What follows belongs to an exercise in optimizing a design on an open flow for small area, a short achievable clock period and few clock cycles per item; a production flow would make more cautious choices. Function was checked by simulation only, so behaviour that the tests miss may differ from the original. Power is estimated from default activity; no workload was simulated.

$ cat run.sh
#!/bin/bash
# synth_recipe.tcl (not shown) runs the flow's synth.tcl, then flattens the netlist and writes it again
# the make line also repeats each setting of config.mk as NAME=value (left out here)
make -C /OpenROAD-flow-scripts/flow DESIGN_CONFIG=/design/flow/config.mk WORK_HOME=/design/flow/orfs CLKGATE_MAP_FILE= SYNTH_SCRIPT=/design/flow/synth_recipe.tcl finish
$ cat config.mk
export PLATFORM = sky130hd
export DESIGN_NAME = softmax_top
export DESIGN_NICKNAME = softmax_top
export VERILOG_FILES = /design/flow/design.v
export SDC_FILE = /design/flow/constraint.sdc
export NUM_CORES = 4
export LEC_CHECK = 0
export CAP_MARGIN = 20
export CORE_MARGIN = 2
export CORE_UTILIZATION = 40
export SLEW_MARGIN = 20
$ cat constraint.sdc
create_clock -name core_clock -period 10.0 [get_ports {clk}]
set_input_delay 2.0000 -clock core_clock [delete_from_list [all_inputs] [get_ports {clk}]]
set_output_delay 2.0000 -clock core_clock [all_outputs]
set_load 0.01 [all_outputs]
$ cat design.v
package softmax_pkg;
  typedef logic [15:0] stream_word_t;
  typedef logic signed [15:0] lane_t;
  typedef logic [16*32-1:0] vec_t;
  typedef logic [17:0] sum_t;
  typedef logic [8-1:0] prob_t;
  typedef enum logic [1:0] {
    MODE_BYPASS  = 2'd0,
    MODE_SOFTMAX = 2'd1
  } mode_t;
endpackage
`timescale 1ns/1ps
module softmax_in_collect (
  input  logic                      clk,
  input  logic                      rst_n,
  input  logic                      run,
  input  softmax_pkg::stream_word_t fifo_data,
  input  logic                      fifo_empty,
  output logic                      rd_en,
  output logic                      out_valid,
  input  logic                      out_ready,
  output softmax_pkg::vec_t         out_vec,
  output softmax_pkg::sum_t         out_scalar
);
  softmax_pkg::vec_t       data;
  softmax_pkg::lane_t      lo_lane;
  softmax_pkg::lane_t      hi_lane;
  logic [3:0] cnt;    
  logic       full;   
  assign lo_lane = {{8{fifo_data[7]}}, fifo_data[7:0]};
  assign hi_lane = {{8{fifo_data[15]}}, fifo_data[15:8]};
  assign rd_en = run && !full && !fifo_empty;
  always_ff @(posedge clk or negedge rst_n) begin
    if (!rst_n) begin
      cnt  <= '0;
      full <= 1'b0;
    end else if (rd_en) begin
      cnt <= cnt + 4'd1;
      if (cnt == 4'(16 - 1)) full <= 1'b1;
    end else if (out_valid && out_ready) begin
      full <= 1'b0;
    end
  end
  always_ff @(posedge clk) begin
    if (rd_en) begin
      data[32*cnt +: 16]      <= lo_lane;
      data[32*cnt + 16 +: 16] <= hi_lane;
    end
  end
  assign out_valid  = full;
  assign out_vec    = data;
  assign out_scalar = '0;
endmodule
`timescale 1ns/1ps
module softmax_max_find (
  input  logic clk,
  input  logic rst_n,
  input  logic                      in_valid,
  output logic                      in_ready,
  input  softmax_pkg::vec_t         in_vec,
  input  softmax_pkg::sum_t         in_scalar,
  output logic                      out_valid,
  input  logic                      out_ready,
  output softmax_pkg::vec_t         out_vec,
  output softmax_pkg::sum_t         out_scalar
);
  typedef enum logic [1:0] {
    ST_IDLE,
    ST_SCAN,
    ST_HOLD
  } state_t;
  state_t     state;
  softmax_pkg::vec_t       data;
  softmax_pkg::lane_t      max_val;   
  softmax_pkg::lane_t      cur;
  logic [4:0] idx;
  assign cur = data[16*idx +: 16];
  always_ff @(posedge clk or negedge rst_n) begin
    if (!rst_n) begin
      state <= ST_IDLE;
      idx   <= '0;
    end else begin
      case (state)
        ST_IDLE: if (in_valid) begin
          state <= ST_SCAN;
          idx   <= '0;
        end
        ST_SCAN: begin
          idx <= idx + 5'd1;
          if (idx == 5'(32 - 1)) state <= ST_HOLD;
        end
        ST_HOLD: if (out_ready) state <= ST_IDLE;
        default: state <= ST_IDLE;
      endcase
    end
  end
  always_ff @(posedge clk) begin
    if (in_valid && in_ready) begin
      data    <= in_vec;
      max_val <= in_vec[15:0];
    end else if (state == ST_SCAN && cur > max_val) begin
      max_val <= cur;
    end
  end
  assign in_ready   = (state == ST_IDLE);
  assign out_valid  = (state == ST_HOLD);
  assign out_vec    = data;
  assign out_scalar = {{2{max_val[15]}}, max_val};   
endmodule
`timescale 1ns/1ps
module softmax_exp_sum (
  input  logic clk,
  input  logic rst_n,
  input  logic                      in_valid,
  output logic                      in_ready,
  input  softmax_pkg::vec_t         in_vec,
  input  softmax_pkg::sum_t         in_scalar,
  output logic                      out_valid,
  input  logic                      out_ready,
  output softmax_pkg::vec_t         out_vec,
  output softmax_pkg::sum_t         out_scalar
);
  typedef enum logic [1:0] {
    ST_IDLE,
    ST_EXP,
    ST_HOLD
  } state_t;
  state_t     state;
  softmax_pkg::vec_t       data;
  softmax_pkg::lane_t      mx;
  softmax_pkg::lane_t      diff;
  softmax_pkg::lane_t      exp_val;
  softmax_pkg::sum_t       sum;
  logic [4:0] idx;
  function automatic logic signed [15:0] exp_lut(input logic signed [15:0] d);
    logic signed [15:0] e;
    if (d >= $signed(16'(16))) begin
      e = '0;
    end else begin
      case (d[3:0])
        4'd0:    e = 16'sd4096;
        4'd1:    e = 16'sd1507;
        4'd2:    e = 16'sd554;
        4'd3:    e = 16'sd204;
        4'd4:    e = 16'sd75;
        4'd5:    e = 16'sd28;
        4'd6:    e = 16'sd10;
        4'd7:    e = 16'sd4;
        4'd8:    e = 16'sd1;
        4'd9:    e = 16'sd1;
        default: e = '0;   
      endcase
    end
    exp_lut = e;
  endfunction
  assign diff    = mx - softmax_pkg::lane_t'(data[16*idx +: 16]);   
  assign exp_val = exp_lut(diff);
  always_ff @(posedge clk or negedge rst_n) begin
    if (!rst_n) begin
      state <= ST_IDLE;
      idx   <= '0;
    end else begin
      case (state)
        ST_IDLE: if (in_valid) begin
          state <= ST_EXP;
          idx   <= '0;
        end
        ST_EXP: begin
          idx <= idx + 5'd1;
          if (idx == 5'(32 - 1)) state <= ST_HOLD;
        end
        ST_HOLD: if (out_ready) state <= ST_IDLE;
        default: state <= ST_IDLE;
      endcase
    end
  end
  always_ff @(posedge clk) begin
    if (in_valid && in_ready) begin
      data <= in_vec;
      mx   <= in_scalar[15:0];
      sum  <= '0;
    end else if (state == ST_EXP) begin
      data[16*idx +: 16] <= exp_val;   
      sum       <= sum + {2'b00, exp_val};
    end
  end
  assign in_ready   = (state == ST_IDLE);
  assign out_valid  = (state == ST_HOLD);
  assign out_vec    = data;
  assign out_scalar = sum;
endmodule
`timescale 1ns/1ps
module softmax_normalize (
  input  logic clk,
  input  logic rst_n,
  input  logic                      in_valid,
  output logic                      in_ready,
  input  softmax_pkg::vec_t         in_vec,
  input  softmax_pkg::sum_t         in_scalar,
  output logic                      out_valid,
  input  logic                      out_ready,
  output softmax_pkg::vec_t         out_vec,
  output softmax_pkg::sum_t         out_scalar
);
  localparam int QBITS = 8 + 1;   
  typedef enum logic [1:0] {
    ST_IDLE,
    ST_DIV,
    ST_HOLD
  } state_t;
  state_t           state;
  softmax_pkg::vec_t             data;
  softmax_pkg::sum_t             den;       
  logic [4:0]       idx;
  logic [3:0]       bcnt;      
  logic [18:0]      rem;
  logic [18:0]      rem_cur;
  logic [18:0]      rem_sub;
  logic             q_bit;
  logic [QBITS-1:0] quo;
  logic [QBITS-1:0] quo_next;
  softmax_pkg::prob_t            prob;
  assign rem_cur  = (bcnt == 4'd0) ? {3'b000, data[16*idx +: 16]} : rem;
  assign q_bit    = (rem_cur >= {1'b0, den});
  assign rem_sub  = q_bit ? rem_cur - {1'b0, den} : rem_cur;
  assign quo_next = {quo[QBITS-2:0], q_bit};
  assign prob     = quo_next[QBITS-1] ? '1 : quo_next[QBITS-2:0];   
  always_ff @(posedge clk or negedge rst_n) begin
    if (!rst_n) begin
      state <= ST_IDLE;
      idx   <= '0;
      bcnt  <= '0;
    end else begin
      case (state)
        ST_IDLE: if (in_valid) begin
          state <= ST_DIV;
          idx   <= '0;
          bcnt  <= '0;
        end
        ST_DIV: begin
          if (bcnt == 4'(QBITS - 1)) begin
            bcnt <= '0;
            idx  <= idx + 5'd1;
            if (idx == 5'(32 - 1)) state <= ST_HOLD;
          end else begin
            bcnt <= bcnt + 4'd1;
          end
        end
        ST_HOLD: if (out_ready) state <= ST_IDLE;
        default: state <= ST_IDLE;
      endcase
    end
  end
  always_ff @(posedge clk) begin
    if (in_valid && in_ready) begin
      data <= in_vec;
      den  <= in_scalar;
    end else if (state == ST_DIV) begin
      rem <= {rem_sub[17:0], 1'b0};
      quo <= quo_next;
      if (bcnt == 4'(QBITS - 1)) data[16*idx +: 16] <= {8'd0, prob};
    end
  end
  assign in_ready   = (state == ST_IDLE);
  assign out_valid  = (state == ST_HOLD);
  assign out_vec    = data;
  assign out_scalar = den;
endmodule
`timescale 1ns/1ps
module softmax_out_serialize (
  input  logic                      clk,
  input  logic                      rst_n,
  input  logic                      run,
  input  logic                      in_valid,
  output logic                      in_ready,
  input  softmax_pkg::vec_t         in_vec,
  input  softmax_pkg::sum_t         in_scalar,
  input  logic                      tx_fifo_en,
  output softmax_pkg::stream_word_t tx_data,
  output logic                      tx_empty
);
  softmax_pkg::stream_word_t words [16];
  logic [4:0]   ptr;   
  logic         pop;
  assign in_ready = tx_empty;
  assign pop      = run && tx_fifo_en && !tx_empty;
  assign tx_data  = words[ptr[3:0]];
  always_ff @(posedge clk or negedge rst_n) begin
    if (!rst_n) begin
      ptr      <= '0;
      tx_empty <= 1'b1;
    end else if (in_valid && in_ready) begin
      ptr      <= '0;
      tx_empty <= 1'b0;
    end else if (pop) begin
      ptr <= ptr + 5'd1;
      if (ptr == 5'(16 - 1)) tx_empty <= 1'b1;   
    end
  end
  always_ff @(posedge clk) begin
    if (in_valid && in_ready) begin
      for (int i = 0; i < 16; i++) begin
        words[i] <= {in_vec[32*i + 16 +: 8], in_vec[32*i +: 8]};
      end
    end
  end
endmodule
`timescale 1ns/1ps
module softmax_top (
  input  logic                      clk,
  input  logic                      rst_n,
  input  softmax_pkg::stream_word_t fifo_data,
  input  logic                      fifo_empty,
  output logic                      rd_en,
  output softmax_pkg::stream_word_t tx_data,
  output logic                      tx_empty,
  input  logic                      tx_fifo_en,
  input  logic [1:0]                control
);
  softmax_pkg::mode_t        mode;
  logic         run;        
  logic         core_rd_en;
  softmax_pkg::stream_word_t core_tx_data;
  logic         core_tx_empty;
  logic  max_valid;
  logic  max_ready;
  softmax_pkg::vec_t  max_vec;
  softmax_pkg::sum_t  max_scalar;
  logic  exp_valid;
  logic  exp_ready;
  softmax_pkg::vec_t  exp_vec;
  softmax_pkg::sum_t  exp_scalar;
  logic  norm_valid;
  logic  norm_ready;
  softmax_pkg::vec_t  norm_vec;
  softmax_pkg::sum_t  norm_scalar;
  logic  prob_valid;
  logic  prob_ready;
  softmax_pkg::vec_t  prob_vec;
  softmax_pkg::sum_t  prob_scalar;
  assign mode = softmax_pkg::mode_t'(control);
  assign run  = (mode != softmax_pkg::MODE_BYPASS);
  softmax_in_collect u_collect (
    .clk        (clk),
    .rst_n      (rst_n),
    .run        (run),
    .fifo_data  (fifo_data),
    .fifo_empty (fifo_empty),
    .rd_en      (core_rd_en),
    .out_valid(max_valid), .out_ready(max_ready), .out_vec(max_vec), .out_scalar(max_scalar)
  );
  softmax_max_find u_max (.clk(clk), .rst_n(rst_n),
    .in_valid(max_valid), .in_ready(max_ready), .in_vec(max_vec), .in_scalar(max_scalar),
    .out_valid(exp_valid), .out_ready(exp_ready), .out_vec(exp_vec), .out_scalar(exp_scalar)
  );
  softmax_exp_sum u_exp (.clk(clk), .rst_n(rst_n),
    .in_valid(exp_valid), .in_ready(exp_ready), .in_vec(exp_vec), .in_scalar(exp_scalar),
    .out_valid(norm_valid), .out_ready(norm_ready), .out_vec(norm_vec), .out_scalar(norm_scalar)
  );
  softmax_normalize u_norm (.clk(clk), .rst_n(rst_n),
    .in_valid(norm_valid), .in_ready(norm_ready), .in_vec(norm_vec), .in_scalar(norm_scalar),
    .out_valid(prob_valid), .out_ready(prob_ready), .out_vec(prob_vec), .out_scalar(prob_scalar)
  );
  softmax_out_serialize u_ser (
    .clk        (clk),
    .rst_n      (rst_n),
    .run        (run),
    .in_valid(prob_valid), .in_ready(prob_ready), .in_vec(prob_vec), .in_scalar(prob_scalar),
    .tx_fifo_en (tx_fifo_en),
    .tx_data    (core_tx_data),
    .tx_empty   (core_tx_empty)
  );
  assign rd_en    = run ? core_rd_en    : tx_fifo_en;
  assign tx_data  = run ? core_tx_data  : fifo_data;
  assign tx_empty = run ? core_tx_empty : fifo_empty;
endmodule
==> flow_metrics.py <==
metrics = {
    "sta": {
        "grt_setup_unrepaired": "false",
        "fin_skew_ps": 74.6,
        "max_freq_mhz": 123,
        "worst_pin_slew_ps": 1360,
        "hold_viol": 0,
        "post-route-period-util_pct": 81.6,
        "fin_setup_tns_ps": 0,
        "worst_slack_ps": 1840,
        "min_period_ps": 8160,
        "finalSetupViolCount": 0,
        "slew_viol_final": 0,
        "slew_headroom_pct": 9.28,
    },
    "layout": {
        "final_common_cell": "edfxtp_1",
        "post-route-util_pct": 44.8,
        "nNetsFinal": 8418,
        "drive_gt1_share_pct": 13.5,
        "layout_common_cells": "2380 x edfxtp_1, 1185 x nand2_1, 506 x o21ai_0, 340 x a22oi_1, 328 x mux4_2",
        "syn2layout_area_growth_pct": 11.6,
    },
    "clock_tree": {
        "cts_tree": "yes",
        "cts_resized": 0,
        "clock_sinks": 2434,
        "postCtsSetupRepairBufs": 0,
        "ctsHtreeMaxLevel": 5,
        "cts_hold_buf": 0,
        "clock_latency_ps": 880,
        "cts_root_buf": "clkbuf_16",
        "cts_max_path_buffers": 4,
        "clkTransAtPathRegs_ps": 60,
        "cts_buffers": 269,
    },
    "critical_path": {
        "cp.required_ps": 10750,
        "crit_type": "register to register",
        "crit_fanout": 53,
        "crit_path_start_kind": "register",
        "cp.arrival_ps": 8900,
        "reg2reg_depth": 27,
        "crit_path_max_incr_delay_ps": 1120,
        "critical_path_depth": 27,
        "critPathTopFamily": "compound AO/OA/AOI/OAI gates",
        "critPathBufInv": 4,
        "end_kind": "register",
        "crit_slowest_cell": "dfrtp_4",
    },
    "synth": {
        "yosys.area.top_type": "edfxtp_1",
        "syn_nets": 8546,
        "synth_compound_area_share_pct": 14.2,
        "synth.avg_cell_area_um2": 13.4,
        "ys_types": 77,
        "synth_ff_type": "edfxtp_1",
        "synth-async-reset-ratio_pct": 1.48,
        "syn_area_um2": 113000,
        "synth_top_area_share_pct": 63.2,
        "yosys_warnings": 6,
        "yosys.area_share.simple_pct": 7.68,
        "synth_edf_count": 2380,
        "synth_area_leaders": "edfxtp_1 63%, mux4_2 6.5%, nand2_1 3.9%",
        "synth_top_family_by_area": "compound AO/OA/AOI/OAI gates",
        "synth_xor_area_share_pct": 0.310,
        "synth_seq_cells": 2434,
        "netlist_instances": 8423,
        "synthMuxAreaShare_pct": 9.80,
        "seq_area_frac_synth_pct": 64.3,
        "synth_fa_ha_area_share_pct": 1.14,
    },
    "die": {
        "die_area_um2": 287000,
        "design.core.area_um2": 282000,
        "die_w_um": 536,
        "die_h_um": 536,
        "pin_count": 40,
        "fp-row-count": 195,
        "start_util_pct": 40.1,
    },
    "placed_design": {
        "place_ws_ps": 1830,
        "gp_congestion": 1.01,
        "io_buffers": 39,
        "dp_hpwl_mm": 338,
    },
    "drt": {
        "vias": 82500,
        "highest_layer": "met5",
        "drc": 0,
        "via_per_inst": 6.74,
        "routedLengthMet1_mm": 183,
        "drt-initial-drc-count": 15900,
        "met2_length_mm": 179,
        "post_drt_wl_per_cell_um": 38.6,
        "drtAntennaViolNets": 0,
        "drtPass1Iterations": 7,
        "met3_length_mm": 88.5,
        "wl_mm": 473,
    },
    "worst_hold_path": {
        "holdCritPathClass": "register to register",
        "hold_depth": 0,
    },
    "grt": {
        "grt_max_degree": 231,
        "grt.overflow.total": 0,
        "grt_pass1_vias": 73800,
        "grt_pass1_wl_mm": 637,
        "global_route.usage.total_pct": 32.1,
        "antenna_found_initial": 37,
    },
    "power_and_ir_drop": {
        "ir_drop_v": 0.000164,
        "total_power_mw": 27.8,
        "leakage_nw": 41.9,
        "power.density_nw_per_um2": 220,
    },
    "run_status": {
        "status": "no timing/DRC/antenna violations",
    },
    "job": {
        "maxCapViolCount": 0,
    },
}
==> through the flow <==
| stage | cell area [µm²] | hold WS [ps] | std cells |
|---|---|---|---|
| floorplan | 113000 | 417 | 8423 |
| global placement | 118000 | 426 | 11800 |
| detailed placement | 118000 | 430 | 11800 |
| CTS | 126000 | 427 | 12200 |
| global route | 126000 | 446 | 12200 |
| finish | 126000 | 431 | 12300 |
==> cell type report <==
class | instances | area [µm²]
multi-input cells | 5222 | 37700
flip-flops and latches | 2434 | 72800
inverters | 95 | 383
repair buffers | 273 | 2370
well taps | 3743 | 4680
diodes | 18 | 45.0
fillers | 25100 | 156000
clock inverters | 117 | 1160
clock buffers | 349 | 7150
==> worst register-to-register path: stages (launching register included) <==
cell and delay, ps:
dfrtp_4 1120, buf_4 570, mux2i_1 250, o22ai_1 110, o32ai_1 420, a211oi_1 110, a21oi_1 170, ha_1 340
a211oi_1 430, o21ai_0 320, a2111oi_0 570, o21bai_1 170, mux2i_1 160, nor4_2 310, buf_4 350, o21ai_2 140
inv_1 140, ha_1 190, inv_1 70, fa_1 420, nor2b_1 120, o21ai_0 120, a21boi_0 240, o21ai_0 210
a211oi_1 440, nor4_1 130, nor3_1 260, mux2i_1 210
==> routing by layer <==
metal | global-route usage, % | up-vias
li1 | - | 32800
met4 | 12.9 | 20
met1 | 45.4 | 41900
met3 | 17.2 | 753
met2 | 40.2 | 6985
met5 | 0.450 | -
==> report_power, final <==
group          internal, mW  switching, mW  leakage, nW
registers              12.3          0.544         20.9
clock network          5.53           4.18         4.02
logic                  1.95           3.35         16.9
total                  19.8           8.07         41.9
==> cell families (layout without fill, tap and decap cells) <==
kind of cell,Yosys count,after routing
muxes,680,680
and+or+nand+nor,2007,2007
xor gates and xnor gates,40,40
AOI/OAI and AO/OA,2394,2394
DFF,2434,2434
adders and majority gates,101,101
buffers and inverters,767,834
other,0,18
==> registers in the layout (all words and copies together), names as in the netlist, 4 cells and up <==
signal,cells
u_exp.sum,18
u_norm.idx,5
u_max.idx,5
u_collect.data,512
u_exp.mx,16
u_max.max_val,16
u_collect.cnt,4
u_exp.idx,5
u_norm.bcnt,4
u_norm.data,512
u_norm.den,18
u_exp.data,512
u_norm.quo,8
u_ser.words,256
u_norm.rem,18
u_max.data,512
u_ser.ptr,5
==> worst paths after layout <==
kind	end	startpoint	slack (ps)
worst max-delay path	u_exp.sum[16]	u_exp.idx[0]	1840
worst min-delay path	u_max.data[355]	u_collect.data[355]	430
worst max register to register	u_exp.sum[16]	u_exp.idx[0]	1840
worst min register to register	u_max.data[355]	u_collect.data[355]	430
max in group asynchronous	u_max.idx[1]	rst_n	8030
min in group asynchronous	u_ser.ptr[0]	rst_n	1230
==> Yosys cell counts (31+ instances only) <==
library cell and count:
nor3_1 39, buf_2 65, ha_1 98, nor2_1 222, mux4_2 328, a22o_1 271
and2_1 34, o21ai_1 307, inv_1 88, a21o_1 271, a21oi_1 231, o221ai_1 66
nand2_1 1188, a22oi_1 340, a221oi_1 31, nand4_1 32, a211oi_1 32, a32oi_1 168
clkbuf_1 546, o22ai_1 73, mux2i_1 211, dfrtp_1 35, mux2_2 138, buf_1 59
and3_1 128, nand3_1 269, o21ai_0 514, edfxtp_1 2380
Testbench counts, summed over its fixed seeds: cycles 56,464, items 192.

re-timing with driven ports:
The results above use ideal ports. As a check the final layout listed here was re-extracted and re-timed, cells and wires unchanged.
Step 1 (the two cells are an assumption about what drives the block):
set clk [get_ports {clk}]
set_driving_cell -lib_cell sky130_fd_sc_hd__clkbuf_16 $clk
set_driving_cell -lib_cell sky130_fd_sc_hd__buf_2 [delete_from_list [all_inputs] $clk]
Step 2 times the ports against the registers' clock, not the clock port: input delays grow and output delays shrink by t, the midpoint of the rising clock arrivals with the driver on.
a / b / c = no drivers / after step 1 / after step 2; a / b = the first two.
t, ns: 0.947
slack for setup (ns): 1.843 / 1.843 / 1.843
latest minus earliest clock arrival (ns): 0.075 / 0.075
slew at the worst register clock pin (ns): 0.07 / 0.07
worst slew at a driven data input, ns: 0.04
After both steps this run still meets setup and hold. For this run, drivers alone change the setup slack by 0.000 ns; drivers and shift together by 0.000 ns.
